Source: an optimization exercise on an open RTL-to-GDS flow (aim: small area, a short achievable clock period and few clock cycles per item). Production flows keep margins and buffers that such runs may drop.
In this exercise RTL edits were held to simulation tests only and were not proved equivalent to the original.
The clock input has no modelled driver; a real chip could not lean on it and would need a root buffer or a full tree.

== the baseline ==
Design mul_unit, start of the top module:
module mul_unit (
   input  logic     clk,
   input  logic     reset,
   input  logic     op_valid,
   input  mul_pkg::operand_t op_a,
   input  mul_pkg::operand_t op_b,
   output logic     busy,
   output mul_pkg::word_t    res_word,
   output logic     res_valid,
   output logic     res_last
);
   logic ph_k0, ph_k1, ph_k2;
   mul_pkg::operand_t a_q;
   logic [mul_pkg::DIGIT_W/2-1:0] sel_one, sel_two, sel_neg;
   logic              b0_q;
   logic [mul_pkg::ADDEND_W-1:0] addend;
   mul_pkg::acc_t     step_sum;
   mul_pkg::acc_t     acc_q;
   mul_pkg::digit_t   low_q;
   operand_issue operand_issue_i (
      .clk     (clk),
      .reset   (reset),
      .op_valid(op_valid),
      .op_a    (op_a),
      .op_b    (op_b),
      .busy    (busy),
      .ph_k0   (ph_k0),
      .ph_k1   (ph_k1),
      .ph_k2   (ph_k2),
      .a_q     (a_q),
      .sel_one (sel_one),
      .sel_two (sel_two),
      .sel_neg (sel_neg),
      .b0_q    (b0_q)
   );
   array_multiplier array_multiplier_i (
      .a      (a_q),
      .sel_one(sel_one),
      .sel_two(sel_two),
      .sel_neg(sel_neg),
      .addend (addend),
      .sum    (step_sum)
   );
   product_fifo product_fifo_i (
      .clk      (clk),
      .ph_k0    (ph_k0),
      .a_q      (a_q),
      .b0_q     (b0_q),
      .step_sum (step_sum),
      .addend   (addend),
      .acc_q    (acc_q),
      .low_q    (low_q)
   );
   word_serializer word_serializer_i (
      .clk      (clk),
      .reset    (reset),
      .ph_k1    (ph_k1),
      .ph_k2    (ph_k2),
      .step_sum (step_sum),
      .acc_q    (acc_q),
      .low_q    (low_q),
      .res_word (res_word),
      .res_valid(res_valid),
      .res_last (res_last)
   );
endmodule
Size in the first run: about 2600 cells after synthesis, roughly 210 flip-flops, about 130 I/O pins.
==> module operand_issue, before the edit <==
module operand_issue (
   input  logic     clk,
   input  logic     reset,
   input  logic     op_valid,
   input  mul_pkg::operand_t op_a,
   input  mul_pkg::operand_t op_b,
   output logic     busy,
   output logic     ph_k0,
   output logic     ph_k1,
   output logic     ph_k2,
   output mul_pkg::operand_t a_q,
   output logic [mul_pkg::DIGIT_W/2-1:0] sel_one,
   output logic [mul_pkg::DIGIT_W/2-1:0] sel_two,
   output logic [mul_pkg::DIGIT_W/2-1:0] sel_neg,
   output logic     b0_q
);
   logic [mul_pkg::OPERAND_W-mul_pkg::DIGIT_W-1:0] bh_q;
   logic [mul_pkg::DIGIT_W:0] window;
   logic accept;
   logic load;
   assign accept = op_valid && !busy;
   always_ff @(posedge clk) begin
      if (reset) begin
         busy  <= 1'b0;
         ph_k0 <= 1'b0;
         ph_k1 <= 1'b0;
         ph_k2 <= 1'b0;
      end else begin
         busy  <= accept || ph_k0;
         ph_k0 <= accept;
         ph_k1 <= ph_k0;
         ph_k2 <= ph_k1;
      end
   end
   assign load = !(ph_k0 || ph_k1);
   assign window = load ? {op_b[mul_pkg::DIGIT_W:1], 1'b0} : bh_q[mul_pkg::DIGIT_W:0];
   localparam int BH_W = mul_pkg::OPERAND_W - mul_pkg::DIGIT_W;
   always_ff @(posedge clk) begin
      if (load) begin
         a_q <= op_a;
      end
   end
   always_ff @(posedge clk) begin
      b0_q <= op_b[0];
      bh_q[BH_W-1:mul_pkg::DIGIT_W+1] <= op_b[mul_pkg::OPERAND_W-1:mul_pkg::DIGIT_W+mul_pkg::DIGIT_W+1];
      bh_q[mul_pkg::DIGIT_W] <= load && op_b[mul_pkg::DIGIT_W+mul_pkg::DIGIT_W];
      bh_q[mul_pkg::DIGIT_W-1:0] <= load ? op_b[mul_pkg::DIGIT_W+mul_pkg::DIGIT_W-1:mul_pkg::DIGIT_W]
                                         : bh_q[BH_W-1:mul_pkg::DIGIT_W];
   end
   always_ff @(posedge clk) begin
      for (int j = 0; j < mul_pkg::DIGIT_W/2; j++) begin
         logic b2, b1, b0;
         b2 = window[2*j+2];
         b1 = window[2*j+1];
         b0 = window[2*j];
         sel_one[j] <= b1 ^ b0;
         sel_two[j] <= (b2 && !b1 && !b0) || (!b2 && b1 && b0);
         sel_neg[j] <= b2;
      end
   end
endmodule
Settings: LEC_CHECK=0, ABC_AREA=1, CAP_MARGIN=20, CORE_MARGIN=2, CORE_UTILIZATION=70, CTS_CLUSTER_DIAMETER=150, CTS_CLUSTER_SIZE=22, SLEW_MARGIN=20, SYNTH_HIERARCHICAL=1; clock period 33.0 ns.
standard.sh (not shown) runs the stock make flow with config.mk's settings and CLKGATE_MAP_FILE= SYNTH_SCRIPT=/design/flow/synth_recipe.tcl, a recipe that flattens the netlist after the stock synthesis.
==> flow/flow/run.sh <==
#!/bin/bash
# The standard layout with two changes:
#  - smaller, faster port buffers: buffer_ports inserts buf_2 cells instead of the default
#    clkdlybuf4s50_1, and after global placement the input ports' buffers become buf_1
#    cells (flow/small_inbuf.tcl). Every port keeps its buffer.
#  - after CTS, the clock tree's branching level and its dummy loads are removed, so the
#    leaf buffers hang off the root buffer (flow/flatten_clock.tcl). Every register's clock
#    arrives earlier by about the same amount.
# The make output goes to standard.log; each step logs into orfs/logs as usual.
set -euo pipefail
export BUFFER_PORTS_ARGS="-buffer_cell sky130_fd_sc_hd__buf_2"
export POST_GLOBAL_PLACE_TCL="$(pwd)/flow/small_inbuf.tcl"
export POST_CTS_TCL="$(pwd)/flow/flatten_clock.tcl"
bash standard.sh > standard.log 2>&1
Other scripts of this flow, unchanged in this note and not shown: flow/flow/flatten_clock.tcl, flow/flow/small_inbuf.tcl
Testbench counts of the baseline, summed over its fixed seeds: cycles 4,824, items 1,600.
Relative to the baseline, the following input files were edited for the candidate:
--- a/flow/design.v
+++ b/flow/design.v
@@ -47,24 +47,20 @@
          ph_k2 <= ph_k1;
       end
    end
    assign load = !(ph_k0 || ph_k1);
    assign window = load ? {op_b[mul_pkg::DIGIT_W:1], 1'b0} : bh_q[mul_pkg::DIGIT_W:0];
-   localparam int BH_W = mul_pkg::OPERAND_W - mul_pkg::DIGIT_W;
    always_ff @(posedge clk) begin
       if (load) begin
-         a_q <= op_a;
+         a_q  <= op_a;
+         b0_q <= op_b[0];
+         bh_q <= op_b[mul_pkg::OPERAND_W-1:mul_pkg::DIGIT_W];
+      end else begin
+         bh_q <= bh_q >> mul_pkg::DIGIT_W;
       end
    end
    always_ff @(posedge clk) begin
-      b0_q <= op_b[0];
-      bh_q[BH_W-1:mul_pkg::DIGIT_W+1] <= op_b[mul_pkg::OPERAND_W-1:mul_pkg::DIGIT_W+mul_pkg::DIGIT_W+1];
-      bh_q[mul_pkg::DIGIT_W] <= load && op_b[mul_pkg::DIGIT_W+mul_pkg::DIGIT_W];
-      bh_q[mul_pkg::DIGIT_W-1:0] <= load ? op_b[mul_pkg::DIGIT_W+mul_pkg::DIGIT_W-1:mul_pkg::DIGIT_W]
-                                         : bh_q[BH_W-1:mul_pkg::DIGIT_W];
-   end
-   always_ff @(posedge clk) begin
       for (int j = 0; j < mul_pkg::DIGIT_W/2; j++) begin
          logic b2, b1, b0;
          b2 = window[2*j+2];
          b1 = window[2*j+1];
          b0 = window[2*j];
Results
Placed cell count | the candidate above the baseline. Compared the candidate vs the baseline, and non-clock buffer count in the final layout is up in the candidate. Synthesized cell count | the candidate above the baseline. Between the candidate and the baseline, the final cell count without fillers is higher for the candidate.
Testbench counts of the candidate, summed over its fixed seeds: cycles 4,824, items 1,600.

-- static timing again, ports no longer ideal --
In the flow no input, the clock included, has a driving cell. The finished layouts below were timed again as built, in two steps.
Step 1, drivers: a clkbuf_16 drives clk and a buf_2 each remaining input, both assumed.
Step 2 adds t to the input delays and takes it off the output delays; t is the mean of the earliest and latest rising clock arrival at the registers after step 1. Input paths then give back, and output paths get back, about the clock's delay inside the block.
a / b / c = ideal ports / drivers / drivers and shift; a / b = the first two.
run	t (ns)	setup slack, ns	slew at the worst register clock pin (ns)
the baseline	0.483	25.484 / 25.428 / 25.797	0.11 / 0.11
the candidate	0.490	25.491 / 25.431 / 25.760	0.12 / 0.12
After both steps setup and hold are still met in every run listed.
